What follows belongs to an exercise in optimizing a design on an open flow for a short achievable clock period and few clock cycles per item; a production flow would make more cautious choices.
The RTL was checked by simulation tests, not by an equivalence proof against the original design.
Power figures rest on the tool's default switching activity, not on a simulated workload.

**design/flow/run.sh**
```bash
#!/bin/bash
# synth_recipe.tcl (not shown) runs the flow's synth.tcl, then flattens the netlist and writes it again
# the make line also repeats each setting of config.mk as NAME=value (left out here)
make -C /OpenROAD-flow-scripts/flow DESIGN_CONFIG=/design/flow/config.mk WORK_HOME=/design/flow/orfs CLKGATE_MAP_FILE= SYNTH_SCRIPT=/design/flow/synth_recipe.tcl finish
```
**design/flow/config.mk**
```make
export PLATFORM = sky130hd
export DESIGN_NAME = ep_top
export DESIGN_NICKNAME = ep_top
export VERILOG_FILES = /design/flow/design.v
export SDC_FILE = /design/flow/constraint.sdc
export NUM_CORES = 4
export LEC_CHECK = 0
export ABC_CLOCK_PERIOD_IN_PS = 1800
export CAP_MARGIN = 20
export CORE_MARGIN = 2
export CORE_UTILIZATION = 40
export CTS_CLUSTER_DIAMETER = 100
export CTS_CLUSTER_SIZE = 28
export SETUP_SLACK_MARGIN = 2.2
export SLEW_MARGIN = 20
```
**design/flow/constraint.sdc**
```tcl
create_clock -name core_clock -period 4.0 [get_ports {clk}]
set_input_delay 0.8000 -clock core_clock [delete_from_list [all_inputs] [get_ports {clk}]]
set_output_delay 0.8000 -clock core_clock [all_outputs]
set_load 0.01 [all_outputs]
```
**design/flow/design.v**
```verilog
`default_nettype none
package ep_pkg;
    localparam int DATA_W     = 32;     
    localparam int REG_ADDR_W = 5;      
    localparam int NUM_REGS   = 1 << REG_ADDR_W;
    localparam logic [6:0] FMT_TYPE_MRD32 = 7'b00_00000;   
    localparam logic [6:0] FMT_TYPE_MWR32 = 7'b10_00000;   
    localparam logic [6:0] FMT_TYPE_CPLD  = 7'b10_01010;   
    localparam logic [DATA_W-1:0] ID_REG_VALUE = 32'hE9D0_0001;
    typedef logic [DATA_W-1:0]     tlp_dw_t;
    typedef logic [REG_ADDR_W-1:0] reg_addr_t;
    typedef logic [3:0]            byte_en_t;    
    typedef logic [15:0]           req_id_t;     
endpackage
`default_nettype wire
`default_nettype none
import ep_pkg::*;
module ep_rx_engine (
    input  logic         clk,
    input  logic         rst_n,
    input  logic [31:0]  trn_rd_i,
    input  logic         trn_rsof_n_i,
    input  logic         trn_reof_n_i,
    input  logic         trn_rsrc_rdy_n_i,
    output logic         trn_rdst_rdy_n_o,
    input  logic         stall_i,           
    output logic         rd_go_o,
    output logic [2:0]   rd_tc_o,
    output logic [1:0]   rd_attr_o,
    output logic [15:0]  rd_rid_o,
    output logic [7:0]   rd_tag_o,
    output logic [3:0]   rd_be_o,
    output logic [4:0]   rd_addr_o,
    output logic [NUM_REGS-1:0] rd_sel_o,   
    output logic [NUM_REGS*4-1:0] wr_en_o,
    output logic [31:0]  wr_data_o          
);
    typedef enum logic [2:0] {
        RX_DW0,      
        RX_DW1,      
        RX_DW2,      
        RX_DATA,     
        RX_SKIP      
    } rx_state_e;
    logic [31:0] in_d;
    logic        in_v;
    logic        in_sof;
    logic        in_eof;
    logic        in_mrd;
    logic        in_mwr;
    logic        rdst_n_q;
    always_ff @(posedge clk) begin
        in_d   <= trn_rd_i;
        in_sof <= !trn_rsof_n_i;
        in_eof <= !trn_reof_n_i;
        in_mrd <= (trn_rd_i[30:24] == FMT_TYPE_MRD32) && (trn_rd_i[9:0] == 10'd1);
        in_mwr <= (trn_rd_i[30:24] == FMT_TYPE_MWR32) && (trn_rd_i[9:0] == 10'd1);
        in_v   <= rst_n && !trn_rsrc_rdy_n_i && !rdst_n_q;
    end
    always_ff @(posedge clk) begin
        if (!rst_n)
            rdst_n_q <= 1'b0;
        else
            rdst_n_q <= stall_i;
    end
    assign trn_rdst_rdy_n_o = rdst_n_q;
    rx_state_e  state;
    logic       is_wr_q;
    logic       rd_go_q;
    logic [2:0]  tc_q;
    logic [1:0]  attr_q;
    logic [15:0] rid_q;
    logic [7:0]  tag_q;
    logic [3:0]  be_q;
    logic [4:0]  addr_q;
    logic [NUM_REGS-1:0] rsel_q;
    logic [NUM_REGS-1:0] wsel_q;
    always_ff @(posedge clk) begin
        if (!rst_n) begin
            state   <= RX_DW0;
            is_wr_q <= 1'b0;
            rd_go_q <= 1'b0;
        end else begin
            rd_go_q <= 1'b0;
            if (in_v) begin
                case (state)
                    RX_DW0: begin
                        if (in_sof && !in_eof) begin
                            if (in_mrd) begin
                                is_wr_q <= 1'b0;
                                state   <= RX_DW1;
                            end else if (in_mwr) begin
                                is_wr_q <= 1'b1;
                                state   <= RX_DW1;
                            end else begin
                                state <= RX_SKIP;
                            end
                        end
                    end
                    RX_DW1: state <= in_eof ? RX_DW0 : RX_DW2;
                    RX_DW2: begin
                        if (in_eof) begin
                            state <= RX_DW0;
                            if (!is_wr_q)
                                rd_go_q <= 1'b1;         
                        end else begin
                            state <= is_wr_q ? RX_DATA : RX_SKIP;
                        end
                    end
                    RX_DATA: state <= in_eof ? RX_DW0 : RX_SKIP;
                    RX_SKIP: if (in_eof) state <= RX_DW0;
                    default: state <= RX_DW0;
                endcase
            end
        end
    end
    always_ff @(posedge clk) begin
        if (in_v) begin
            case (state)
                RX_DW0: begin
                    tc_q   <= in_d[22:20];
                    attr_q <= in_d[13:12];
                end
                RX_DW1: begin
                    rid_q <= in_d[31:16];
                    tag_q <= in_d[15:8];
                    be_q  <= in_d[3:0];      
                end
                RX_DW2: begin
                    addr_q <= in_d[REG_ADDR_W+1:2];
                    for (int i = 0; i < NUM_REGS; i++) begin
                        rsel_q[i] <= (in_d[REG_ADDR_W+1:2] == i);
                        wsel_q[i] <= (in_d[REG_ADDR_W+1:2] == i) && (i != 0);
                    end
                end
                default: ;
            endcase
        end
    end
    assign rd_go_o   = rd_go_q;
    assign rd_tc_o   = tc_q;
    assign rd_attr_o = attr_q;
    assign rd_rid_o  = rid_q;
    assign rd_tag_o  = tag_q;
    assign rd_be_o   = be_q;
    assign rd_addr_o = addr_q;
    assign rd_sel_o  = rsel_q;
    logic [NUM_REGS*4-1:0] wen_q;
    logic [31:0]           wdata_q;
    always_ff @(posedge clk) begin
        if (!rst_n) begin
            wen_q <= '0;
        end else begin
            for (int i = 0; i < NUM_REGS; i++)
                for (int b = 0; b < 4; b++)
                    wen_q[4*i+b] <= in_v && (state == RX_DATA) && wsel_q[i] && be_q[b];
        end
        wdata_q <= {in_d[7:0], in_d[15:8], in_d[23:16], in_d[31:24]};
    end
    assign wr_en_o   = wen_q;
    assign wr_data_o = wdata_q;
endmodule
`default_nettype wire
`default_nettype none
import ep_pkg::*;
module ep_mem_access (
    input  logic                clk,
    input  logic                rst_n,
    input  logic [NUM_REGS*4-1:0] wr_en_i,    
    input  logic [31:0]         wr_data_i,    
    input  logic [NUM_REGS-1:0] rd_sel_i,     
    output logic [4*32-1:0]     rd_grp_o      
);
    logic [31:0] regs [1:NUM_REGS-1];
    logic [31:0] words [NUM_REGS];
    logic        rst_q;
    always_ff @(posedge clk)
        rst_q <= rst_n;
    always_ff @(posedge clk) begin
        for (int i = 1; i < NUM_REGS; i++) begin
            for (int b = 0; b < 4; b++) begin
                if (!rst_q)
                    regs[i][8*b +: 8] <= '0;
                else if (wr_en_i[4*i+b])
                    regs[i][8*b +: 8] <= wr_data_i[8*b +: 8];
            end
        end
    end
    always_comb begin
        words[0] = ID_REG_VALUE;
        for (int i = 1; i < NUM_REGS; i++)
            words[i] = regs[i];
    end
    logic [31:0] rd_grp_q [4];
    always_ff @(posedge clk) begin
        for (int g = 0; g < 4; g++) begin
            logic [31:0] acc;
            acc = '0;
            for (int k = 0; k < 8; k++)
                acc = acc | (words[8*g+k] & {32{rd_sel_i[8*g+k]}});
            rd_grp_q[g] <= acc;
        end
    end
    always_comb begin
        for (int g = 0; g < 4; g++)
            rd_grp_o[32*g +: 32] = rd_grp_q[g];
    end
endmodule
`default_nettype wire
`default_nettype none
import ep_pkg::*;
module ep_tx_engine (
    input  logic         clk,
    input  logic         rst_n,
    output logic [31:0]  trn_td_o,
    output logic         trn_tsof_n_o,
    output logic         trn_teof_n_o,
    output logic         trn_tsrc_rdy_n_o,
    input  logic         trn_tdst_rdy_n_i,
    input  logic [15:0]  cfg_completer_id_i,
    input  logic         rd_go_i,
    input  logic [2:0]   rd_tc_i,
    input  logic [1:0]   rd_attr_i,
    input  logic [15:0]  rd_rid_i,
    input  logic [7:0]   rd_tag_i,
    input  logic [3:0]   rd_be_i,
    input  logic [4:0]   rd_addr_i,
    output logic         stall_o,
    input  logic [4*32-1:0] rd_grp_i
);
    localparam int QD       = 4;     
    localparam int QW       = 2;
    localparam int STALL_AT = 4;     
    localparam int EW       = 71;    
    logic [1:0]  lo_idx;
    logic [1:0]  hi_idx;
    logic [2:0]  byte_cnt;
    logic [6:0]  lower_addr;
    logic [31:0] masked;
    always_comb begin
        casez (rd_be_i)
            4'b???1: lo_idx = 2'd0;
            4'b??10: lo_idx = 2'd1;
            4'b?100: lo_idx = 2'd2;
            4'b1000: lo_idx = 2'd3;
            default: lo_idx = 2'd0;
        endcase
        casez (rd_be_i)
            4'b1???: hi_idx = 2'd3;
            4'b01??: hi_idx = 2'd2;
            4'b001?: hi_idx = 2'd1;
            default: hi_idx = 2'd0;
        endcase
    end
    assign byte_cnt   = (rd_be_i == 4'b0000) ? 3'd1 :
                        {1'b0, hi_idx} - {1'b0, lo_idx} + 3'd1;
    assign lower_addr = {rd_addr_i, 2'b00} + {5'd0, lo_idx};
    logic        s1_v;
    logic [38:0] s1_hdr;      
    logic [3:0]  s1_be;
    logic [31:0] word;
    always_ff @(posedge clk) begin
        if (!rst_n)
            s1_v <= 1'b0;
        else
            s1_v <= rd_go_i;
        s1_hdr <= {rd_tc_i, rd_attr_i, byte_cnt, rd_rid_i, rd_tag_i, lower_addr};
        s1_be  <= rd_be_i;
    end
    assign word   = rd_grp_i[31:0] | rd_grp_i[63:32] | rd_grp_i[95:64] | rd_grp_i[127:96];
    assign masked = word & {{8{s1_be[3]}}, {8{s1_be[2]}}, {8{s1_be[1]}}, {8{s1_be[0]}}};
    logic [EW-1:0] q_mem [QD];
    logic [QW:0]   wptr;
    logic [QW:0]   rptr;
    logic [QW:0]   credits;
    logic [QW:0]   credits_nxt;
    logic          head_v;
    logic [EW-1:0] head;
    logic          pop;
    logic          pop_q;     
    assign head_v      = (wptr != rptr);
    assign head        = q_mem[rptr[QW-1:0]];
    assign credits_nxt = credits + {{QW{1'b0}}, rd_go_i} - {{QW{1'b0}}, pop_q};
    assign stall_o     = (credits_nxt >= STALL_AT);    
    always_ff @(posedge clk) begin
        if (s1_v)
            q_mem[wptr[QW-1:0]] <= {s1_hdr, masked[7:0], masked[15:8], masked[23:16], masked[31:24]};
    end
    always_ff @(posedge clk) begin
        if (!rst_n) begin
            wptr    <= '0;
            rptr    <= '0;
            credits <= '0;
            pop_q   <= 1'b0;
        end else begin
            pop_q   <= pop;
            if (s1_v)
                wptr <= wptr + 1'b1;
            if (pop)
                rptr <= rptr + 1'b1;
            credits <= credits_nxt;
        end
    end
    logic [65:0] cur;         
    logic [1:0]  idx;
    logic        mid;
    logic        adv;
    logic [31:0] head_beat0;
    logic [31:0] cur_beat;
    logic [31:0] td_nxt;
    logic [31:0] td_hold;     
    assign mid = !trn_tsrc_rdy_n_o && trn_teof_n_o;
    assign adv = trn_tsrc_rdy_n_o || !trn_tdst_rdy_n_i;
    assign pop = adv && !mid && head_v;
    assign head_beat0 = {1'b0, FMT_TYPE_CPLD, 1'b0, head[70:68], 4'b0000,
                         1'b0, 1'b0, head[67:66], 2'b00, 10'd1};
    always_comb begin
        case (idx)
            2'd1:    cur_beat = {cfg_completer_id_i, 3'b000, 1'b0, 9'd0, cur[65:63]};  
            2'd2:    cur_beat = {cur[62:39], 1'b0, cur[38:32]};
            default: cur_beat = cur[31:0];
        endcase
    end
    assign td_nxt = mid ? cur_beat : head_beat0;
    always_ff @(posedge clk) begin
        if (!rst_n) begin
            trn_tsrc_rdy_n_o <= 1'b1;
            trn_tsof_n_o     <= 1'b1;
            trn_teof_n_o     <= 1'b1;
            idx              <= 2'd1;
        end else if (adv) begin
            if (mid) begin
                trn_tsof_n_o <= 1'b1;
                trn_teof_n_o <= (idx != 2'd3);
                idx          <= idx + 2'd1;
            end else if (head_v) begin
                trn_tsrc_rdy_n_o <= 1'b0;
                trn_tsof_n_o     <= 1'b0;
                trn_teof_n_o     <= 1'b1;
                idx              <= 2'd1;
            end else begin
                trn_tsrc_rdy_n_o <= 1'b1;
                trn_tsof_n_o     <= 1'b1;
                trn_teof_n_o     <= 1'b1;
            end
        end
    end
    always_ff @(posedge clk) begin
        trn_td_o <= adv ? td_nxt : td_hold;
        td_hold  <= adv ? td_nxt : trn_td_o;
        if (!mid)
            cur <= head[65:0];
    end
endmodule
`default_nettype wire
`default_nettype none
import ep_pkg::*;
module ep_top (
    input  logic    clk,
    input  logic    rst_n,
    input  logic [31:0] trn_rd_i,
    input  logic    trn_rsof_n_i,
    input  logic    trn_reof_n_i,
    input  logic    trn_rsrc_rdy_n_i,
    output logic         trn_rdst_rdy_n_o,
    output logic [31:0]      trn_td_o,
    output logic         trn_tsof_n_o,
    output logic         trn_teof_n_o,
    output logic         trn_tsrc_rdy_n_o,
    input  logic    trn_tdst_rdy_n_i,
    input  logic [15:0] cfg_completer_id_i
);
    logic                  stall;
    logic                  rd_go;
    logic [2:0]            rd_tc;
    logic [1:0]            rd_attr;
    logic [15:0]           rd_rid;
    logic [7:0]            rd_tag;
    logic [3:0]            rd_be;
    logic [4:0]            rd_addr;
    logic [NUM_REGS-1:0]   rd_sel;
    logic [NUM_REGS*4-1:0] wr_en;
    logic [31:0]           wr_data;
    logic [4*32-1:0]       rd_grp;
    ep_rx_engine i_rx (
        .clk              (clk),
        .rst_n            (rst_n),
        .trn_rd_i         (trn_rd_i),
        .trn_rsof_n_i     (trn_rsof_n_i),
        .trn_reof_n_i     (trn_reof_n_i),
        .trn_rsrc_rdy_n_i (trn_rsrc_rdy_n_i),
        .trn_rdst_rdy_n_o (trn_rdst_rdy_n_o),
        .stall_i          (stall),
        .rd_go_o          (rd_go),
        .rd_tc_o          (rd_tc),
        .rd_attr_o        (rd_attr),
        .rd_rid_o         (rd_rid),
        .rd_tag_o         (rd_tag),
        .rd_be_o          (rd_be),
        .rd_addr_o        (rd_addr),
        .rd_sel_o         (rd_sel),
        .wr_en_o          (wr_en),
        .wr_data_o        (wr_data)
    );
    ep_mem_access i_mem (
        .clk       (clk),
        .rst_n     (rst_n),
        .wr_en_i   (wr_en),
        .wr_data_i (wr_data),
        .rd_sel_i  (rd_sel),
        .rd_grp_o  (rd_grp)
    );
    ep_tx_engine i_tx (
        .clk                (clk),
        .rst_n              (rst_n),
        .trn_td_o           (trn_td_o),
        .trn_tsof_n_o       (trn_tsof_n_o),
        .trn_teof_n_o       (trn_teof_n_o),
        .trn_tsrc_rdy_n_o   (trn_tsrc_rdy_n_o),
        .trn_tdst_rdy_n_i   (trn_tdst_rdy_n_i),
        .cfg_completer_id_i (cfg_completer_id_i),
        .rd_go_i            (rd_go),
        .rd_tc_i            (rd_tc),
        .rd_attr_i          (rd_attr),
        .rd_rid_i           (rd_rid),
        .rd_tag_i           (rd_tag),
        .rd_be_i            (rd_be),
        .rd_addr_i          (rd_addr),
        .stall_o            (stall),
        .rd_grp_i           (rd_grp)
    );
endmodule
`default_nettype wire
```
==> impl_results.md, run 1 <==
* Result of the run: timing/DRC/antenna clean
* Routed WL per cell at 23.6 um
* RSZ-0062 raised after global routing: true
* Worst-Margin Slew at 0.899 ns
* Tcrit/Tclk final at 49.9%
* Hold Violations, Final at 0
* Routed wl met2 at 86100 um
* Crit Reg-Reg Endpoint: i_rx.rsel_q[22]$_DFFE_PP_
* Buf+Inv Stages, Crit Path at 1
* DR pass1 iterations at 6
* Worst R2R Start: i_rx.state[2]$_SDFFE_PN0P_
* Root Driver: clkbuf_16
* Syn nets at 5634
* Layout Nets at 5477
* Met3 WL at 8110 um
* Hold WS at 0.337 ns
* Vias in the first global route at 40400
* CTS sink cnt at 1864
* Top-area cell type share of the netlist area at 41.6%
* Async SR Flop Fraction at 0%
* Rows at 152
* Setup CP Type: reg2out
* Met1 WL at 85000 um
* Startpoint Class: flip-flop
* Share of layout cells above drive strength 1 at 9.12%
* Synth area leader: dfxtp_1
* Yosys reg bits at 1864
* CTS Buf Count at 77
* Hold endpoint: i_rx.wdata_q[31]$_DFF_P_
* Core ar. at 172000 um2
* Final setup vio count at 0
* HP Start: i_rx.in_d[7]$_DFF_P_
* PD cells at 416 nW/um2
* CP delay by family, top: flip-flops
* Netlist Area Pre-Place at 69500 um2
* H-tree depth at 3
* Post-CTS Hold Buffers at 0
* Clock latency (worst-skew pair) at 0.72 ns
* Die ar. at 177000 um2
* Die height at 421 um
* F_max at 0.501 GHz
* Via Count at 41000
* Post-Route Utilization at 43.7%
* Slowest cell delay on critical path at 0.37 ns
* R2R depth at 4
* TritonCTS clock tree: yes
* Peak supply drop at 0.275 mV
* Post-placement cell count at 7557
* Max-cap violation count at 0
* Die Wd at 421 um
* Detail Placement HPWL at 109000 um
* Pins Over Slew Limit at 0
* Synth cell count leaders: dfxtp_1 (1444), nor2b_1 (998), mux2i_1 (995), a22oi_1 (455), edfxtp_1 (420)
* Clk pin slew, worst setup/hold paths at 0.11 ns
* ANT nets after route at 0
* Slowest CP cell: dfxtp_2
* Crit end category: output pin
* Crit Path Max Fanout at 2
* Post-synth cell types at 71
* GP Congestion at 0.766
* Seq/Total Area, Yosys at 59.8%
* Static leakage at 23.8 nW
* Syn Area/Cell at 12.5 um2
* Clock Tree Buf Depth at 3
* Hold WC Path Type: reg2reg
* Post-synthesis cell count at 5566
* Filler cells at 15700
* Area Growth Syn to Fin at 8.27%
* Grt ovf at 0
* Synth Flop Type: dfxtp_1
* Area contributors post-synth: dfxtp_1 (42%), edfxtp_1 (18%), mux2i_1 (14%)
* Port Buffers at 89
* Initial antenna violation count at 9
* Arrival time at the worst endpoint at 1.20 ns
* Min Tclk post-route at 2.00 ns
* Initial Util at 40.4%
* Initial detailed-routing violation count at 2995
* Max-Slew Margin vs Limit at 40.1%
* Reg2reg setup slack at 2.23 ns
* Clock Skew at 0.0366 ns
* Total Wirelength at 183000 um
* Overall Global Routing Usage at 20.3%
* CP cell instances: buf_6
* Worst hold stages at 0
* Req. time, crit path at 3.20 ns
* DR vias/cell at 5.28
* First-pass GRT wire length at 271000 um
* Final Non-Filler Cells at 7762
* IO Count at 90
* Total Neg Setup Slack at 0 ns
* Post-synth EDFFs at 420
* Top Metal Used: met5
* DRC errors left at 0
* YS warnings at 6
* Largest net degree at the start of global routing at 165
* Most common cell in the netlist: dfxtp_1
[how the worst max path moves through the flow]
stage	from	endpoint	slack [ns]	depth (start not counted)
floorplan	i_tx.trn_tsrc_rdy_n_o$_SDFFE_PN1P_	i_tx.td_hold[22]$_DFF_P_	1.55	6
global placement	rst_n	i_rx.wen_q[127]$_SDFF_PN0_	1.15	5
detailed placement	rst_n	i_rx.wen_q[127]$_SDFF_PN0_	1.12	5
CTS	i_tx.trn_tsrc_rdy_n_o$_SDFFE_PN1P_	trn_tsrc_rdy_n_o	1.93	1
global route	i_tx.trn_td_o[20]$_DFF_P_	trn_td_o[20]	1.95	1
finish	i_tx.trn_td_o[20]$_DFF_P_	trn_td_o[20]	2.00	1
[sequential cells by signal (all words and copies together), names as in the netlist, 4 cells and up, named ones only]
register,count
i_mem.regs,992
i_tx.q_mem,284
i_mem.rd_grp_q,128
i_rx.wen_q,124
i_tx.cur,66
i_tx.s1_hdr,39
i_rx.in_d,32
i_rx.rsel_q,32
i_rx.wdata_q,32
i_tx.td_hold,32
i_tx.trn_td_o,32
i_rx.rid_q,16
i_rx.tag_q,8
i_rx.addr_q,5
i_rx.be_q,4
i_tx.s1_be,4
[cell usage in the layout, fill, tap and decap left out, types with 7 or more instances in the layout]
cell type           n
nand2_1            57
mux4_2             70
nor3_1              7
a22oi_1           454
nor2_1             66
dfxtp_1          1399
a222oi_1           23
edfxtp_1          420
o21a_1              8
xnor2_1             9
and2_4              8
nand4_1            97
inv_1              14
dfxtp_2            39
nand3_1            40
buf_6              43
clkdlybuf4s50_1    51
ha_1               11
clkbuf_16          81
a22o_1             11
and3_1            120
nor2b_1           997
a21o_1             29
a221oi_1           22
a21oi_1            14
clkbuf_1           31
buf_12             23
o41a_1             32
mux2i_1           995
buf_4             157
nor3_2             11
[power by group]
group / leakage, nW / switching (mW) / internal [mW] / total [mW]
clock network: 1.06 / 5.81 / 3.78 / 9.59
registers: 15.7 / 0.280 / 19.6 / 19.9
logic: 7.00 / 0.975 / 0.827 / 1.80
[metal layers]
metal | global-route usage [%] | up-vias
met5 | 0 | -
met4 | 5.01 | 4
met3 | 2.64 | 174
met2 | 33.8 | 859
met1 | 27.9 | 20600
li1 | - | 19400
[stage by stage]
step | worst slack, ns | power, mW | area [um2]
2_1_floorplan | 1.55 | 21.3 | 69500
3_3_place_gp | 1.15 | 21.9 | 71900
3_5_place_dp | 1.12 | 21.9 | 71900
4_1_cts | 1.93 | 31.6 | 75100
5_1_grt | 1.95 | 32.4 | 75200
6_report | 2.00 | 31.3 | 75200
[cell type report]
type | instances | area, um2 | share of cell area, %
Antenna cell | 3 | 7.51 | 0.00998
Clock buffer | 111 | 2120 | 2.82
Clock inverter | 8 | 85.1 | 0.113
Inverter | 19 | 87.6 | 0.116
Multi-Input combinational cell | 3165 | 25700 | 34.1
Sequential cell | 1864 | 41600 | 55.3
Tap cell | 2310 | 2890 | 3.84
Timing Repair Buffer | 281 | 2750 | 3.66
Timing Repair inverter | 1 | 7.51 | 0.00998
[what timing repair did]
| action | 4_1_cts | 5_1_grt |
|---|---|---|
| resized for setup | 246 | 15 |
| buffers inserted | 64 | 9 |
| gates cloned | 9 | 1 |
| pin swaps | 5 | 4 |
| endpoints found under the setup margin | 624 | 228 |
| endpoints found under the hold margin | 0 | 0 |
[kinds of logic after synthesis]
logic type / synth area share (%)
flip-flops: 59.8
AND/OR/NAND/NOR: 12.6
multiplexers: 16.6
AO/OA/AOI/OAI: 7.04
buffers and inverters: 3.56
adder cells (fa/ha/maj): 0.263
XOR/XNOR: 0.126
Testbench counts, summed over its fixed seeds: cycles 16,914, tlps 4,800.
==> inputs of run 2 (changes only) <==
--- a/design/flow/design.v
+++ b/design/flow/design.v
@@ -129,7 +129,4 @@
                 RX_DW2: begin
-                    addr_q <= in_d[REG_ADDR_W+1:2];
-                    for (int i = 0; i < NUM_REGS; i++) begin
-                        rsel_q[i] <= (in_d[REG_ADDR_W+1:2] == i);
+                    for (int i = 0; i < NUM_REGS; i++)
                         wsel_q[i] <= (in_d[REG_ADDR_W+1:2] == i) && (i != 0);
-                    end
                 end
@@ -139,2 +136,7 @@
     end
+    always_ff @(posedge clk) begin
+        addr_q <= in_d[REG_ADDR_W+1:2];
+        for (int i = 0; i < NUM_REGS; i++)
+            rsel_q[i] <= (in_d[REG_ADDR_W+1:2] == i);
+    end
     assign rd_go_o   = rd_go_q;
==> run 2 against run 1 <==
Fmax down 2.3%; critical path depth unchanged; global-route usage is 0.95 points higher; hold slack better by 0.0076 ns; non-clock buffer count shrank 33; count of clock-buffer cells in the layout is 3 higher; synthesized cell count down 0.22%; power is 3.9% higher; critical endpoint is now trn_td_o[9]; first-iteration DRC count rose by 26%; sequential share of layout area is 0.39 points higher; wire length rose by 5.9%; sequential power grew 3%.
==> impl_results.md, run 2 <==
* Final worst slack at 1.96 ns (-0.0461 ns)
* CP delay by family, top: flip-flops
* Synth cell count leaders: dfxtp_1 (1476), mux2i_1 (994), nor2b_1 (994), a22oi_1 (468), clkbuf_1 (435)
* Initial antenna violation count at 11 (+2)
* CTS Buf Count at 78 (+1.3%)
* Leading cell type in the layout, fill and taps excluded: dfxtp_1
* RSZ-0062 raised after global routing: true
* Async SR Flop Fraction at 0% (unchanged)
* CTS sink cnt at 1890 (+1.4%)
* Vias in the first global route at 40700 (+0.84%)
* Slowest cell delay on critical path at 0.42 ns (+0.05 ns)
* Largest net degree at the start of global routing at 159 (-3.6%)
* Worst R2R Start: i_tx.idx[0]$_SDFFE_PN1P_
* Filler cells at 15700 (+0.58%)
* Req. time, crit path at 3.20 ns (about the same)
* Seq/Total Area, Yosys at 60.6% (+0.78 points)
* Startpoint Class: flip-flop
* Total Wirelength at 194000 um (+5.9%)
* Layout Nets at 5463 (-0.26%)
* Overall Global Routing Usage at 21.3% (+0.95 points)
* Setup CP Type: reg2out
* Peak supply drop at 0.348 mV (+27%)
* Min Tclk post-route at 2.04 ns (+0.0461 ns)
* Static leakage at 24.0 nW (+0.65%)
* GP Congestion at 0.805 (+5.1%)
* Detail Placement HPWL at 116000 um (+7.0%)
* Port Buffers at 89 (unchanged)
* WP depth at 1 (unchanged)
* F_max at 0.490 GHz (-2.3%)
* Slowest CP cell: dfxtp_4
* Area Growth Syn to Fin at 9.03%
* Syn Area/Cell at 12.5 um2 (about the same)
* Clock Tree Buf Depth at 3 (unchanged)
* DR pass1 iterations at 8 (+2)
* Buf+Inv Stages, Crit Path at 1 (unchanged)
* Yosys reg bits at 1890 (+1.4%)
* CP Capture Point: trn_td_o[9]
* Post-synthesis cell count at 5554 (-0.22%)
* Reg2reg setup slack at 2.06 ns (-0.17 ns)
* Most common cell in the netlist: dfxtp_1
* Area contributors post-synth: dfxtp_1 (43%), edfxtp_1 (18%), mux2i_1 (14%)
* PD cells at 430 nW/um2 (+3.4%)
* Share of layout cells above drive strength 1 at 8.98% (-0.14 points)
* TritonCTS clock tree: yes
* Crit end category: output pin
* Die height at 420 um (about the same)
* YS warnings at 6 (unchanged)
* ANT nets after route at 0 (unchanged)
* Routed WL per cell at 25.0 um (+6.0%)
* H-tree depth at 3 (unchanged)
* First-pass GRT wire length at 280000 um (+3.2%)
* Post-synth cell types at 56 (-21%)
* Multi-input logic area at 25700 um2 (+0.30%)
* Max reg flops at 992 (unchanged)
* Commonest cells after routing, fill and taps aside: dfxtp_1 (1406), mux2i_1 (994), nor2b_1 (993)
* DR vias/cell at 5.35 (+1.3%)
* Clock Skew at 0.0365 ns (-0.0000991 ns)
* Result of the run: timing/DRC/antenna clean
* FF+latch area at 42100 um2 (+1.2%)
* Max-Slew Margin vs Limit at 25.7% (-14 points)
* DRC errors left at 0 (unchanged)
* Root Driver: clkbuf_16
* Clk pin slew, worst setup/hold paths at 0.11 ns (about the same)
* Crit Reg-Reg Endpoint: i_tx.trn_td_o[12]$_DFF_P_
* Rows at 152 (unchanged)
* Clock latency (worst-skew pair) at 0.72 ns (about the same)
* Post-CTS Hold Buffers at 0 (unchanged)
* Netlist Area Pre-Place at 69300 um2 (-0.20%)
* Worst-Margin Slew at 1.11 ns (+0.215 ns)
* IO Count at 90 (unchanged)
* Place WS at 1.11 ns (-0.00632 ns)
* Via Count at 41500 (+1.2%)
* Hold Violations, Final at 0 (unchanged)
* Die Wd at 420 um (about the same)
* Synth area leader: dfxtp_1
* Syn nets at 5622 (-0.21%)
* Hold WC Path Type: reg2reg
* Arrival time at the worst endpoint at 1.24 ns (+0.04 ns)
* Initial detailed-routing violation count at 3782 (+26%)
* Top-area cell type share of the netlist area at 42.6% (+1.0 points)
* Initial Util at 40.3% (about the same)
* Hold WS at 0.345 ns (+0.00758 ns)
* Final setup vio count at 0 (unchanged)
* Core ar. at 172000 um2 (-0.11%)
* Crit Path Max Fanout at 2 (unchanged)
* Die ar. at 177000 um2 (-0.19%)
* Tcrit/Tclk final at 51.1% (+1.2 points)
* Most flops, register: i_mem.regs
* Pins Over Slew Limit at 0 (unchanged)
* Grt ovf at 0 (unchanged)
* CP cell instances: buf_6
* Synth Flop Type: dfxtp_1
* Max-cap violation count at 0 (unchanged)
* Post-synth EDFFs at 414 (-1.4%)
* Crit path from: i_tx.trn_td_o[9]$_DFF_P_
* R2R depth at 8 (+4)
* Total Neg Setup Slack at 0 ns (unchanged)
run 2: layout make-up:
| class | count | area share (%) |
|---|---|---|
| timing repair buffer | 248 | 3.32 |
| tap | 2310 | 3.82 |
| sequential | 1890 | 55.7 |
| clock buffer | 114 | 2.87 |
| multi-input combinational | 3160 | 34.1 |
| clock inverter | 7 | 0.118 |
| antenna | 8 | 0.0265 |
| inverter | 17 | 0.0877 |
run 2: repair_timing:
item | CTS | global route
pin swaps | 12 | 15
endpoints found under the setup margin | 716 | 688
buffers inserted | 49 | 9
gates cloned | 8 | 6
hold endpoints to repair | 0 | 0
gates resized for setup | 263 | 38
run 2: cells by family after synthesis:
logic type	after synthesis	share of synthesized area [%]
flops	1890	60.6
simple gates	1423	12.4
mux	1066	16.7
compound gates	638	7.11
buf+inv	514	2.86
fa+ha+maj	14	0.264
xor+xnor	9	0.114
run 2: worst min path at each step:
stage / start / to / slack [ns] / cells past startpoint
5_1_grt: i_rx.tc_q[0]$_DFFE_PP_ / i_tx.s1_hdr[36]$_DFF_P_ / 0.36 / 0
4_1_cts: i_rx.in_d[7]$_DFF_P_ / i_rx.wdata_q[31]$_DFF_P_ / 0.35 / 0
3_5_place_dp: i_rx.in_d[7]$_DFF_P_ / i_rx.wdata_q[31]$_DFF_P_ / 0.32 / 0
2_1_floorplan: i_rx.in_d[7]$_DFF_P_ / i_rx.wdata_q[31]$_DFF_P_ / 0.31 / 0
6_report: i_rx.in_d[7]$_DFF_P_ / i_rx.wdata_q[31]$_DFF_P_ / 0.34 / 0
3_3_place_gp: i_rx.in_d[7]$_DFF_P_ / i_rx.wdata_q[31]$_DFF_P_ / 0.32 / 0
run 2: report_power, final:
part           switching (mW)  total (mW)  internal [mW]
Sequential              0.472        20.5           20.0
Clock                    5.90        9.77           3.86
Combinational            1.16        2.24           1.08
Total                    7.54        32.5           25.0
run 2: metal layers:
metal	share of wire (%)	global-route usage, %	up-vias
met5	0.012	0	-
met2	47	34.7	922
met1	46	29.4	21000
met3	5.1	2.96	244
li1	-	-	19400
met4	2.6	6.12	4
run 2: metrics by stage:
step           cells  cell area [um2]  utilization [%]  power, mW
2_1_floorplan   5554            69400                -       22.0
3_3_place_gp    7553            72200             42.0       22.9
3_5_place_dp    7553            72200             42.0       22.9
4_1_cts         7731            75200             43.7       32.7
5_1_grt         7747            75600             44.0       33.6
6_report        7754            75600             44.0       32.5
Testbench counts of run 2, summed over its fixed seeds: cycles 16,914, tlps 4,800.
==> inputs of run 3 (changes only) <==
--- a/design/flow/config.mk
+++ b/design/flow/config.mk
@@ -10,3 +10,3 @@
 export CORE_MARGIN = 2
-export CORE_UTILIZATION = 40
+export CORE_UTILIZATION = 50
 export CTS_CLUSTER_DIAMETER = 100
==> run 3 against run 2 <==
Still clean on timing, DRC and antenna; worst setup slack gained 0.020 ns; synthesized cell count is the same; area after synthesis is the same; utilization grew 10 points.
==> impl_results.md, run 3 <==
* Result of the run: timing/DRC/antenna clean
* Met3 GRT Util at 2.73% (-0.23 points)
* Peak supply drop at 0.321 mV (-7.6%)
* Arrival time at the worst endpoint at 1.22 ns (-0.02 ns)
* Most common cell in the netlist: dfxtp_1
* XOR/XNOR Fraction of Synth Area at 0.114% (unchanged)
* First-pass GRT wire length at 278000 um (-0.92%)
* Min Tclk post-route at 2.02 ns (-0.0201 ns)
* Clock Tree Buf Depth at 3 (unchanged)
* Simple-gate portion of the synthesized area at 12.4% (unchanged)
* Synth Flop Type: dfxtp_1
* Post-synth cell types at 56 (unchanged)
* Port Buffers at 89 (unchanged)
* Rows at 136 (-11%)
* Clk pin slew, worst setup/hold paths at 0.11 ns (about the same)
* Routed WL per cell at 26.5 um (+6.1%)
* Req. time, crit path at 3.20 ns (about the same)
* Area Growth Syn to Fin at 7.92%
* Slowest cell delay on critical path at 0.38 ns (-0.04 ns)
* DRC errors left at 0 (unchanged)
* Initial Util at 50.4% (+10 points)
* Initial detailed-routing violation count at 3798 (+0.42%)
* Largest family of logic cells by synthesized area: multiplexers
* Async SR Flop Fraction at 0% (unchanged)
* Core ar. at 137000 um2 (-20%)
* Crit Path Max Fanout at 2 (unchanged)
* Total Neg Setup Slack at 0 ns (unchanged)
* Vias in the first global route at 40000 (-1.7%)
* PD cells at 431 nW/um2 (+0.34%)
* YS warnings at 6 (unchanged)
* Static leakage at 23.9 nW (about the same)
* CTS sink cnt at 1890 (unchanged)
* Synth area leader: dfxtp_1
* Seq/Total Area, Yosys at 60.6% (unchanged)
* Hold WC Path Type: reg2reg
* ANT nets after route at 0 (unchanged)
* Worst R2R Start: i_tx.idx[0]$_SDFFE_PN1P_
* HP Start: i_rx.in_d[7]$_DFF_P_
* Die Wd at 376 um (-10%)
* Die ar. at 142000 um2 (-20%)
* Post-synth EDFFs at 414 (unchanged)
* Clock Skew at 0.0258 ns (-0.0107 ns)
* Syn nets at 5622 (unchanged)
* IO Count at 90 (unchanged)
* Top-area cell type share of the netlist area at 42.6% (unchanged)
* Share of layout cells above drive strength 1 at 9.23% (+0.25 points)
* Initial antenna violation count at 21 (+10)
* CTS Buf Count at 77 (-1.3%)
* CP delay by family, top: flip-flops
* Most Crowded Layer GR: met2
* Grt ovf at 0 (unchanged)
* Setup CP Type: reg2out
* Crit path from: i_tx.trn_td_o[7]$_DFF_P_
* Most flops, register: i_mem.regs
* Max-cap violation count at 0 (unchanged)
* Crit end category: output pin
* Hold WS at 0.341 ns (-0.00386 ns)
* Met1 Use GR at 38.8% (+9.5 points)
* Via Count at 41500 (-0.11%)
* Largest net degree at the start of global routing at 194 (+22%)
* Layout Nets at 5470 (+0.13%)
* Worst-Margin Slew at 1.21 ns (+0.0908 ns)
* Overall Global Routing Usage at 26.4% (+5.2 points)
* DR pass1 iterations at 6 (-2)
* Clock latency (worst-skew pair) at 0.72 ns (about the same)
* DR vias/cell at 5.72 (+6.9%)
* Post-synthesis compound-gate area fraction at 7.11% (unchanged)
* Post-Synth Adder-Cell Area at 0.264% (unchanged)
* Startpoint Class: flip-flop
* F_max at 0.495 GHz (+1.0%)
* RSZ-0062 raised after global routing: true
* Detail Placement HPWL at 115000 um (-1.5%)
* Yosys reg bits at 1890 (unchanged)
* Syn Area/Cell at 12.5 um2 (unchanged)
* Netlist Area Pre-Place at 69300 um2 (unchanged)
* Final setup vio count at 0 (unchanged)
* Max reg flops at 992 (unchanged)
* Total Wirelength at 192000 um (-0.94%)
* H-tree depth at 3 (unchanged)
* Hold Violations, Final at 0 (unchanged)
* Die height at 376 um (-10%)
* Tcrit/Tclk final at 50.6% (-0.50 points)
* Post-CTS Hold Buffers at 0 (unchanged)
* CP cell instances: buf_6
* Pins Over Slew Limit at 0 (unchanged)
* TritonCTS clock tree: yes
* Max-Slew Margin vs Limit at 19.7% (-6.1 points)
* Slowest CP cell: dfxtp_4
* Post-synthesis cell count at 5554 (unchanged)
* Commonest cells after routing, fill and taps aside: dfxtp_1 (1400), mux2i_1 (994), nor2b_1 (993)
* Area contributors post-synth: dfxtp_1 (43%), edfxtp_1 (18%), mux2i_1 (14%)
* Synth cell count leaders: dfxtp_1 (1476), mux2i_1 (994), nor2b_1 (994), a22oi_1 (468), clkbuf_1 (435)
* GP Congestion at 0.791 (-1.7%)
* Buf+Inv Stages, Crit Path at 1 (unchanged)
* Root Driver: clkbuf_16
* Mux contribution to synthesized area at 16.7% (unchanged)
* Met2 usage at 41.6% (+6.9 points)
* Leading cell type in the layout, fill and taps excluded: dfxtp_1
==> run 3: cell counts after synthesis <==
Identical to the previous run, type by type.
==> run 3: cell families (layout without fill, tap and decap cells) <==
| logic type | Yosys count | count (layout) |
|---|---|---|
| other | 0 | 9 |
| AOI/OAI and AO/OA | 638 | 638 |
| adders and majority gates | 14 | 14 |
| xor gates and xnor gates | 9 | 9 |
| buffers and inverters | 514 | 393 |
| DFF | 1890 | 1890 |
| and+or+nand+nor | 1423 | 1430 |
| muxes | 1066 | 1066 |
==> run 3: timing repair <==
item	in CTS	in global routing
endpoints found under the hold margin	0	0
gates cloned	6	4
buffers inserted	35	28
setup endpoints to repair	516	619
resized for setup	247	42
pin swaps	10	11
==> run 3: routing by layer <==
layer,wire length (um),vias up
met1,90100,20800
met4,4990,16
met2,87000,995
met5,112,-
met3,9670,214
li1,-,19400
==> run 3: through the flow <==
stage / power (mW) / utilization, % / std cells / worst slack [ns] / cell area [um2]
2_1_floorplan: 22.0 / - / 5554 / 2.01 / 69400
3_3_place_gp: 22.9 / 52.1 / 7043 / 1.01 / 71600
3_5_place_dp: 22.9 / 52.1 / 7043 / 1.02 / 71600
4_1_cts: 32.5 / 54.0 / 7201 / 1.91 / 74300
5_1_grt: 33.3 / 54.4 / 7234 / 1.93 / 74800
6_report: 32.3 / 54.4 / 7243 / 1.98 / 74800
==> run 3: cell type report <==
class                   instances  area [um2]
inverters                      17        63.8
multi-input cells            3157       25700
fillers                     11600       62700
repair buffers                259        2550
flip-flops and latches       1890       42100
diodes                          9        22.5
clock inverters                 6        60.1
well taps                    1794        2240
clock buffers                 111        2110
==> run 3: path summary, 6_finish.rpt <==
path,cells after the start,end,slack [ns]
min reg2reg,0,i_rx.wdata_q[31]$_DFF_P_,0.34
max reg2reg,7,i_tx.trn_td_o[13]$_DFF_P_,2.15
max,1,trn_td_o[7],1.98
min,0,i_rx.wdata_q[31]$_DFF_P_,0.34
==> run 3: power breakdown <==
part	internal [mW]	leakage (nW)	switching, mW
sequential	20.0	16.1	0.456
clock	3.74	1.05	5.84
combinational	1.08	6.84	1.15
total	24.8	23.9	7.45
==> inputs of run 4 (changes only) <==
--- a/design/flow/config.mk
+++ b/design/flow/config.mk
@@ -10,5 +10,5 @@
 export CORE_MARGIN = 2
-export CORE_UTILIZATION = 50
-export CTS_CLUSTER_DIAMETER = 100
-export CTS_CLUSTER_SIZE = 28
+export CORE_UTILIZATION = 60
+export CTS_CLUSTER_DIAMETER = 60
+export CTS_CLUSTER_SIZE = 34
 export SETUP_SLACK_MARGIN = 2.2
==> run 4 against run 3 <==
Still clean on timing, DRC and antenna; power increased by 17%; clock power increased by 59%; hold slack got worse by 0.019 ns; fmax decreased by 2.2%; via count increased by 2.2%; area after synthesis unchanged; flip-flop and latch count unchanged; first-iteration DRC count increased by 4.3%; critical path type unchanged.
==> impl_results.md, run 4 <==
* Area contributors post-synth: dfxtp_1 (43%), edfxtp_1 (18%), mux2i_1 (14%)
* Clock Skew at 0.0337 ns (+0.00790 ns)
* YS warnings at 6 (unchanged)
* Commonest cells after routing, fill and taps aside: dfxtp_1 (1402), mux2i_1 (994), nor2b_1 (993)
* Clk pin slew, worst setup/hold paths at 0.09 ns (-0.02 ns)
* F_max at 0.484 GHz (-2.2%)
* Synth cell count leaders: dfxtp_1 (1476), mux2i_1 (994), nor2b_1 (994), a22oi_1 (468), clkbuf_1 (435)
* Max-Slew Margin vs Limit at 15.8% (-3.9 points)
* Final Non-Filler Cells at 7084 (-2.2%)
* CTS Buf Count at 140 (+82%)
* Req. time, crit path at 3.20 ns (about the same)
* Yosys reg bits at 1890 (unchanged)
* Routed WL per cell at 26.6 um (+0.32%)
* Hold Violations, Final at 0 (unchanged)
* Port Buffers at 89 (unchanged)
* Netlist Area Pre-Place at 69300 um2 (unchanged)
* Most common cell in the netlist: dfxtp_1
* Die height at 344 um (-8.6%)
* Clock Tree Buf Depth at 3 (unchanged)
* Pins Over Slew Limit at 0 (unchanged)
* H-tree depth at 4 (+1)
* Post-synth EDFFs at 414 (unchanged)
* Layout Nets at 5515 (+0.82%)
* Syn nets at 5622 (unchanged)
* Post-placement cell count at 6750 (-4.2%)
* Post-CTS Hold Buffers at 0 (unchanged)
* Max reg flops at 992 (unchanged)
* Buf+Inv Stages, Crit Path at 1 (unchanged)
* Grt ovf at 0 (unchanged)
* Synth area leader: dfxtp_1
* Async SR Flop Fraction at 0% (unchanged)
* Syn Area/Cell at 12.5 um2 (unchanged)
* CP delay by family, top: flip-flops
* Area Growth Syn to Fin at 11.3%
* Post-synthesis cell count at 5554 (unchanged)
* Initial antenna violation count at 20 (-4.8%)
* Final setup vio count at 0 (unchanged)
* Arrival time at the worst endpoint at 1.27 ns (+0.05 ns)
* First-pass GRT wire length at 270000 um (-2.8%)
* Startpoint Class: flip-flop
* Vias in the first global route at 40200 (+0.43%)
* Largest net degree at the start of global routing at 120 (-38%)
* Result of the run: timing/DRC/antenna clean
* Overall Global Routing Usage at 30.8% (+4.4 points)
* DR pass1 iterations at 6 (unchanged)
* Initial detailed-routing violation count at 3961 (+4.3%)
* Total Wirelength at 188000 um (-1.9%)
* Min Tclk post-route at 2.07 ns (+0.0459 ns)
* Max-cap violation count at 0 (unchanged)
* Synth Flop Type: dfxtp_1
* Post-synth cell types at 56 (unchanged)
* Seq/Total Area, Yosys at 60.6% (unchanged)
* Die Wd at 344 um (-8.6%)
* Detail Placement HPWL at 111000 um (-3.1%)
* Filler cells at 8634 (-26%)
* Core ar. at 115000 um2 (-17%)
* Tcrit/Tclk final at 51.7% (+1.1 points)
* Crit Path Max Fanout at 2 (unchanged)
* Setup CP Type: reg2out
* Clock latency (worst-skew pair) at 0.78 ns (+0.06 ns)
* RSZ-0062 raised after global routing: true
* Die ar. at 118000 um2 (-16%)
* Reg2reg setup slack at 2.03 ns (-0.12 ns)
* Crit end category: output pin
* CTS sink cnt at 1890 (unchanged)
* Share of layout cells above drive strength 1 at 11.5% (+2.2 points)
* TritonCTS clock tree: yes
* GP Congestion at 0.800 (+1.2%)
* DR vias/cell at 5.98 (+4.5%)
* Most flops, register: i_mem.regs
* Slowest CP cell: dfxtp_4
* PD cells at 491 nW/um2 (+14%)
* Worst-Margin Slew at 1.26 ns (+0.0585 ns)
* CP cell instances: buf_6
* Static leakage at 25.2 nW (+5.1%)
* Hold WC Path Type: reg2reg
* Top-area cell type share of the netlist area at 42.6% (unchanged)
* Via Count at 42400 (+2.2%)
* Slowest cell delay on critical path at 0.39 ns (about the same)
* Multi-input logic area at 25700 um2 (+0.21%)
* Total Neg Setup Slack at 0 ns (unchanged)
* IO Count at 90 (unchanged)
* ANT nets after route at 0 (unchanged)
* Rows at 124 (-8.8%)
* Leading cell type in the layout, fill and taps excluded: dfxtp_1
* DRC errors left at 0 (unchanged)
* Peak supply drop at 0.462 mV (+44%)
* Initial Util at 60.5% (+10 points)
* Root Driver: clkbuf_16
* FF+latch area at 42100 um2 (about the same)
run 4: changes by cell type in the layout (fill, tap and decap cells not counted), sizes merged:
| cell | previous run | this run |
|---|---|---|
| clkinvlp | 0 | 15 |
| clkdlybuf4s50 | 51 | 52 |
| clkinv | 1 | 31 |
| inv | 22 | 46 |
| and2 | 14 | 16 |
| clkbuf | 114 | 159 |
| buf | 204 | 185 |
| diode | 9 | 16 |
| bufinv | 0 | 18 |
run 4: report_power, final:
| part | leakage [nW] | switching (mW) | internal (mW) |
|---|---|---|---|
| registers | 16.1 | 0.440 | 20.0 |
| logic | 6.74 | 1.14 | 1.05 |
| clock network | 2.37 | 7.18 | 8.06 |
run 4: per-stage QoR:
stage               hold WS, ns  instance area (um2)  worst slack (ns)  power (mW)  utilization (%)
floorplan                 0.310                69400              2.01        22.0                -
global placement          0.317                71200              1.13        22.8             62.2
detailed placement        0.312                71200              1.10        22.8             62.2
CTS                       0.326                76600              1.89        38.0             66.9
global route              0.336                77100              1.90        38.9             67.4
finish                    0.321                77200              1.93        37.9             67.4
run 4: worst reg2reg max path: stages (launching register included):
cell and delay [ns]:
dfxtp_1 0.45, ha_1 0.38, and2_4 0.53, buf_4 0.32
run 4: path summary, 6_finish.rpt:
path,cells after the start,to,from
max reg2reg,3,i_tx.q_mem[1][2]$_DFFE_PP_,i_tx.wptr[0]$_SDFFE_PN0P_
min,0,i_tx.s1_hdr[13]$_DFF_P_,i_rx.tag_q[6]$_DFFE_PP_
max,1,trn_td_o[5],i_tx.trn_td_o[5]$_DFF_P_
min reg2reg,0,i_tx.s1_hdr[13]$_DFF_P_,i_rx.tag_q[6]$_DFFE_PP_
run 4: routing by layer:
metal	GRT usage, %	part of all wire [%]	vias to the layer above
met1	44.3	45	21300
met4	7.73	2.0	22
met3	5.04	6.1	225
met2	48.8	47	1252
li1	-	-	19600
met5	0	0.079	-
run 4: cells by family (layout without fill, tap and decap cells):
logic type                 after synthesis  in the layout  synth area share [%]
DFF                                   1890           1890                  60.6
and+or+nand+nor                       1423           1432                  12.4
muxes                                 1066           1066                  16.7
AOI/OAI and AO/OA                      638            638                  7.11
buffers and inverters                  514            507                  2.86
adders and majority gates               14             14                 0.264
xor gates and xnor gates                 9              9                 0.114
other                                    0             16                     0
run 4: cell type report:
| class | count | area share, % |
|---|---|---|
| Sequential cell | 1890 | 54.6 |
| Multi-Input combinational cell | 3159 | 33.3 |
| Clock buffer | 158 | 4.78 |
| Timing Repair Buffer | 239 | 3.13 |
| Tap cell | 1512 | 2.45 |
| Clock inverter | 93 | 1.63 |
| Inverter | 17 | 0.0859 |
| Antenna cell | 16 | 0.0519 |
run 4: timing repair:
action                     in CTS  in global routing
resized for setup             243                 45
pin swaps                      12                 16
buffers inserted               27                 29
setup endpoints to repair     426                325
gates cloned                    3                  8
==> inputs of run 5 (changes only) <==
--- a/design/flow/config.mk
+++ b/design/flow/config.mk
@@ -10,5 +10,5 @@
 export CORE_MARGIN = 2
-export CORE_UTILIZATION = 60
-export CTS_CLUSTER_DIAMETER = 60
-export CTS_CLUSTER_SIZE = 34
+export CORE_UTILIZATION = 40
+export CTS_CLUSTER_DIAMETER = 90
+export CTS_CLUSTER_SIZE = 30
 export SETUP_SLACK_MARGIN = 2.2
==> run 5 against run 4 <==
Sequential share of layout area is 1.1 points higher; count of clock-buffer cells in the layout fell by 49; critical endpoint is now trn_td_o[9]; wire length up 4.0%; fmax up 1.2%; largest cell class unchanged; power is 14% lower.
==> impl_results.md, run 5 <==
* H-tree depth at 3 (-1)
* Synth cell count leaders: dfxtp_1 (1476), mux2i_1 (994), nor2b_1 (994), a22oi_1 (468), clkbuf_1 (435)
* Port Buffers at 89 (unchanged)
* Post-synthesis cell count at 5554 (unchanged)
* IO Count at 90 (unchanged)
* PD cells at 429 nW/um2 (-13%)
* Post-synth EDFFs at 414 (unchanged)
* WP depth at 1 (unchanged)
* Initial antenna violation count at 14 (-30%)
* Largest net degree at the start of global routing at 159 (+33%)
* CP cell instances: buf_6
* Most flops, register: i_mem.regs
* Crit Reg-Reg Endpoint: i_tx.td_hold[3]$_DFF_P_
* Detail Placement HPWL at 116000 um (+4.8%)
* F_max at 0.490 GHz (+1.2%)
* First-pass GRT wire length at 283000 um (+4.9%)
* Startpoint Class: flip-flop
* Tcrit/Tclk final at 51.1% (-0.63 points)
* HP Start: i_rx.in_d[7]$_DFF_P_
* Filler cells at 15800 (+82%)
* Area Growth Syn to Fin at 9.07%
* Place WS at 1.11 ns (+0.0143 ns)
* Arrival time at the worst endpoint at 1.24 ns (-0.03 ns)
* Clock latency (worst-skew pair) at 0.74 ns (-0.04 ns)
* Layout Nets at 5464 (-0.92%)
* Via Count at 41800 (-1.4%)
* Overall Global Routing Usage at 21.5% (-9.2 points)
* CP delay by family, top: flip-flops
* FF+latch area at 42100 um2 (unchanged)
* ANT nets after route at 0 (unchanged)
* Share of layout cells above drive strength 1 at 9.15% (-2.3 points)
* Internal power at 24.8 mW (-15%)
* DR vias/cell at 5.38 (-10%)
* Slowest CP cell: dfxtp_4
* Vias in the first global route at 40800 (+1.5%)
* TritonCTS clock tree: yes
* Clock Tree Buf Depth at 3 (unchanged)
* Root Driver: clkbuf_16
* GP Congestion at 0.805 (+0.52%)
* Clock power frac at 29.7% (-11 points)
* Area contributors post-synth: dfxtp_1 (43%), edfxtp_1 (18%), mux2i_1 (14%)
* Die height at 420 um (+22%)
* Crit end category: output pin
* CTS sink cnt at 1890 (unchanged)
* Crit Path Max Fanout at 2 (unchanged)
* Synth Flop Type: dfxtp_1
* Die Wd at 420 um (+22%)
* Post-synth cell types at 56 (unchanged)
* Initial Util at 40.3% (-20 points)
* Worst-Margin Slew at 1.15 ns (-0.116 ns)
* R2R depth at 8 (+5)
* Yosys reg bits at 1890 (unchanged)
* Routed WL per cell at 25.2 um (-5.1%)
* Total Neg Setup Slack at 0 ns (unchanged)
* CTS Buf Count at 74 (-47%)
* Worst hold stages at 0 (unchanged)
* Hold endpoint: i_rx.wdata_q[31]$_DFF_P_
* Seq/Total Area, Yosys at 60.6% (unchanged)
* Initial detailed-routing violation count at 3861 (-2.5%)
* Worst R2R Start: i_tx.idx[1]$_SDFFE_PN0P_
* Syn Area/Cell at 12.5 um2 (unchanged)
* Static leakage at 23.9 nW (-4.8%)
* Grt ovf at 0 (unchanged)
* Reg2reg setup slack at 2.06 ns (+0.03 ns)
* RSZ-0062 raised after global routing: true
* Max-Slew Margin vs Limit at 23.5% (+7.7 points)
* Clk pin slew, worst setup/hold paths at 0.11 ns (+0.02 ns)
* DR pass1 iterations at 5 (-1)
* Req. time, crit path at 3.20 ns (about the same)
* DRC errors left at 0 (unchanged)
* Result of the run: timing/DRC/antenna clean
* Setup CP Type: reg2out
* Core ar. at 172000 um2 (+50%)
* Peak supply drop at 0.348 mV (-25%)
* Post-CTS Hold Buffers at 0 (unchanged)
* Async SR Flop Fraction at 0% (unchanged)
* Comb pwr share at 7.1% (+1.3 points)
* Netlist Area Pre-Place at 69300 um2 (unchanged)
* Die ar. at 177000 um2 (+49%)
* Final setup vio count at 0 (unchanged)
* Commonest cells after routing, fill and taps aside: dfxtp_1 (1406), mux2i_1 (994), nor2b_1 (993)
* Max reg flops at 992 (unchanged)
* Net Sw Power at 7.64 mW (-13%)
* Final worst slack at 1.96 ns (+0.0253 ns)
* Multi-input logic area at 25800 um2 (+0.44%)
* YS warnings at 6 (unchanged)
* Top-area cell type share of the netlist area at 42.6% (unchanged)
* Sw frac at 23.5% (+0.43 points)
* Pins Over Slew Limit at 0 (unchanged)
* Max-cap violation count at 0 (unchanged)
* Most common cell in the netlist: dfxtp_1
* Slowest cell delay on critical path at 0.42 ns (+0.03 ns)
* Syn nets at 5622 (unchanged)
* Total Wirelength at 196000 um (+4.0%)
* Synth area leader: dfxtp_1
* Clock Skew at 0.0534 ns (+0.0197 ns)
* Leading cell type in the layout, fill and taps excluded: dfxtp_1
* Hold WC Path Type: reg2reg
* Sequential share of power at 63.2% (+9.2 points)
* Buf+Inv Stages, Crit Path at 1 (unchanged)
* Min Tclk post-route at 2.04 ns (-0.0253 ns)
* Hold Violations, Final at 0 (unchanged)
* Rows at 152 (+23%)
==> run 5: cells by family (layout without fill, tap and decap cells) <==
family                     Yosys count  in the layout  synth area share [%]
DFF                               1890           1890                  60.6
buffers and inverters              514            386                  2.86
xor gates and xnor gates             9              9                 0.114
other                                0             11                     0
AOI/OAI and AO/OA                  638            638                  7.11
and+or+nand+nor                   1423           1437                  12.4
muxes                             1066           1066                  16.7
adders and majority gates           14             14                 0.264
==> run 5: layer usage <==
layer | share of wire [%] | up-vias | track usage [%]
met2 | 47 | 1036 | 35.3
met3 | 5.2 | 242 | 2.96
met5 | 0.013 | - | 0
li1 | - | 19400 | -
met1 | 45 | 21100 | 29.5
met4 | 2.8 | 4 | 6.58
==> run 5: cell type report <==
cell class / count / area share (%)
sequential: 1890 / 55.7
multi-input combinational: 3164 / 34.2
tap: 2310 / 3.82
timing repair buffer: 249 / 3.33
clock buffer: 109 / 2.71
clock inverter: 11 / 0.175
inverter: 17 / 0.0877
antenna: 11 / 0.0364
==> run 5: worst max-delay path by stage <==
stage | from | end | slack, ns
after detailed placement | trn_tdst_rdy_n_i | i_tx.trn_td_o[12]$_DFF_P_ | 1.11
after global placement | trn_tdst_rdy_n_i | i_tx.trn_td_o[12]$_DFF_P_ | 1.12
after CTS | i_tx.trn_td_o[9]$_DFF_P_ | trn_td_o[9] | 1.92
final | i_tx.trn_td_o[9]$_DFF_P_ | trn_td_o[9] | 1.96
after floorplan | trn_tdst_rdy_n_i | i_tx.td_hold[16]$_DFF_P_ | 2.01
after global routing | i_tx.trn_td_o[9]$_DFF_P_ | trn_td_o[9] | 1.91
==> run 5: timing repair <==
item / 4_1_cts / 5_1_grt
pin swaps: 12 / 22
gates cloned: 15 / 4
buffers inserted: 54 / 4
setup endpoints to repair: 820 / 618
gates resized for setup: 275 / 36
==> run 5: power by group through the flow <==
stage / sequential, mW / clock, mW / combinational (mW)
finish: 20.5 / 9.64 / 2.30
detailed placement: 21.0 / 0 / 1.91
floorplan: 20.6 / 0 / 1.41
CTS: 20.5 / 9.87 / 2.23
global placement: 21.0 / 0 / 1.87
global route: 20.5 / 10.5 / 2.46
==> run 5: worst reg2reg max path, delay by kind of cell (launching register included) <==
kind                     cells  cell delay (ns)
buffers and inverters        3             0.41
adder cells (fa/ha/maj)      1             0.24
AO/OA/AOI/OAI                1             0.07
AND/OR/NAND/NOR              3             0.76
flip-flops                   1             0.39
==> run 5: per-stage QoR <==
stage          std cells  util (%)  power (mW)  hold WS, ns  cell area, um2
6_report            7761      44.0        32.4        0.347           75600
4_1_cts             7742      43.8        32.6        0.345           75300
3_3_place_gp        7553      42.0        22.9        0.320           72200
2_1_floorplan       5554         -        22.0        0.310           69400
3_5_place_dp        7553      42.0        22.9        0.323           72200
5_1_grt             7751      44.0        33.5        0.353           75600

afterwards: timing with drivers on the ports:
In the flow no input, the clock included, has a driving cell. The finished layouts below were timed again as built, in two steps. Step 1 sets driving cells, clkbuf_16 on the clock port and buf_2 on the other inputs (assumed; they add their load-dependent delay and slew). Step 2 adds t to the input delays and takes it off the output delays; t is the mean of the earliest and latest rising clock arrival at the registers after step 1. Input paths then give back, and output paths get back, about the clock's delay inside the block. Slacks: ideal / step 1 / step 2; pairs: ideal / step 1.
run | shift t [ns] | setup slack, ns | worst hold slack (ns)
run 1 | 0.791 | 2.004 / 1.915 / 1.553 | 0.337 / 0.337 / 0.337
run 2 | 0.790 | 1.958 / 1.872 / 1.330 | 0.345 / 0.345 / 0.345
run 3 | 0.786 | 1.978 / 1.901 / 1.668 | 0.341 / 0.340 / 0.341
run 4 | 0.839 | 1.932 / 1.854 / 1.450 | 0.321 / 0.321 / 0.321
run 5 | 0.796 | 1.957 / 1.874 / 1.326 | 0.347 / 0.347 / 0.347
After both steps every run listed still meets setup and hold. The setup slack of run 5, which loses most, moves by -0.083 ns with the drivers and by -0.631 ns with both steps.
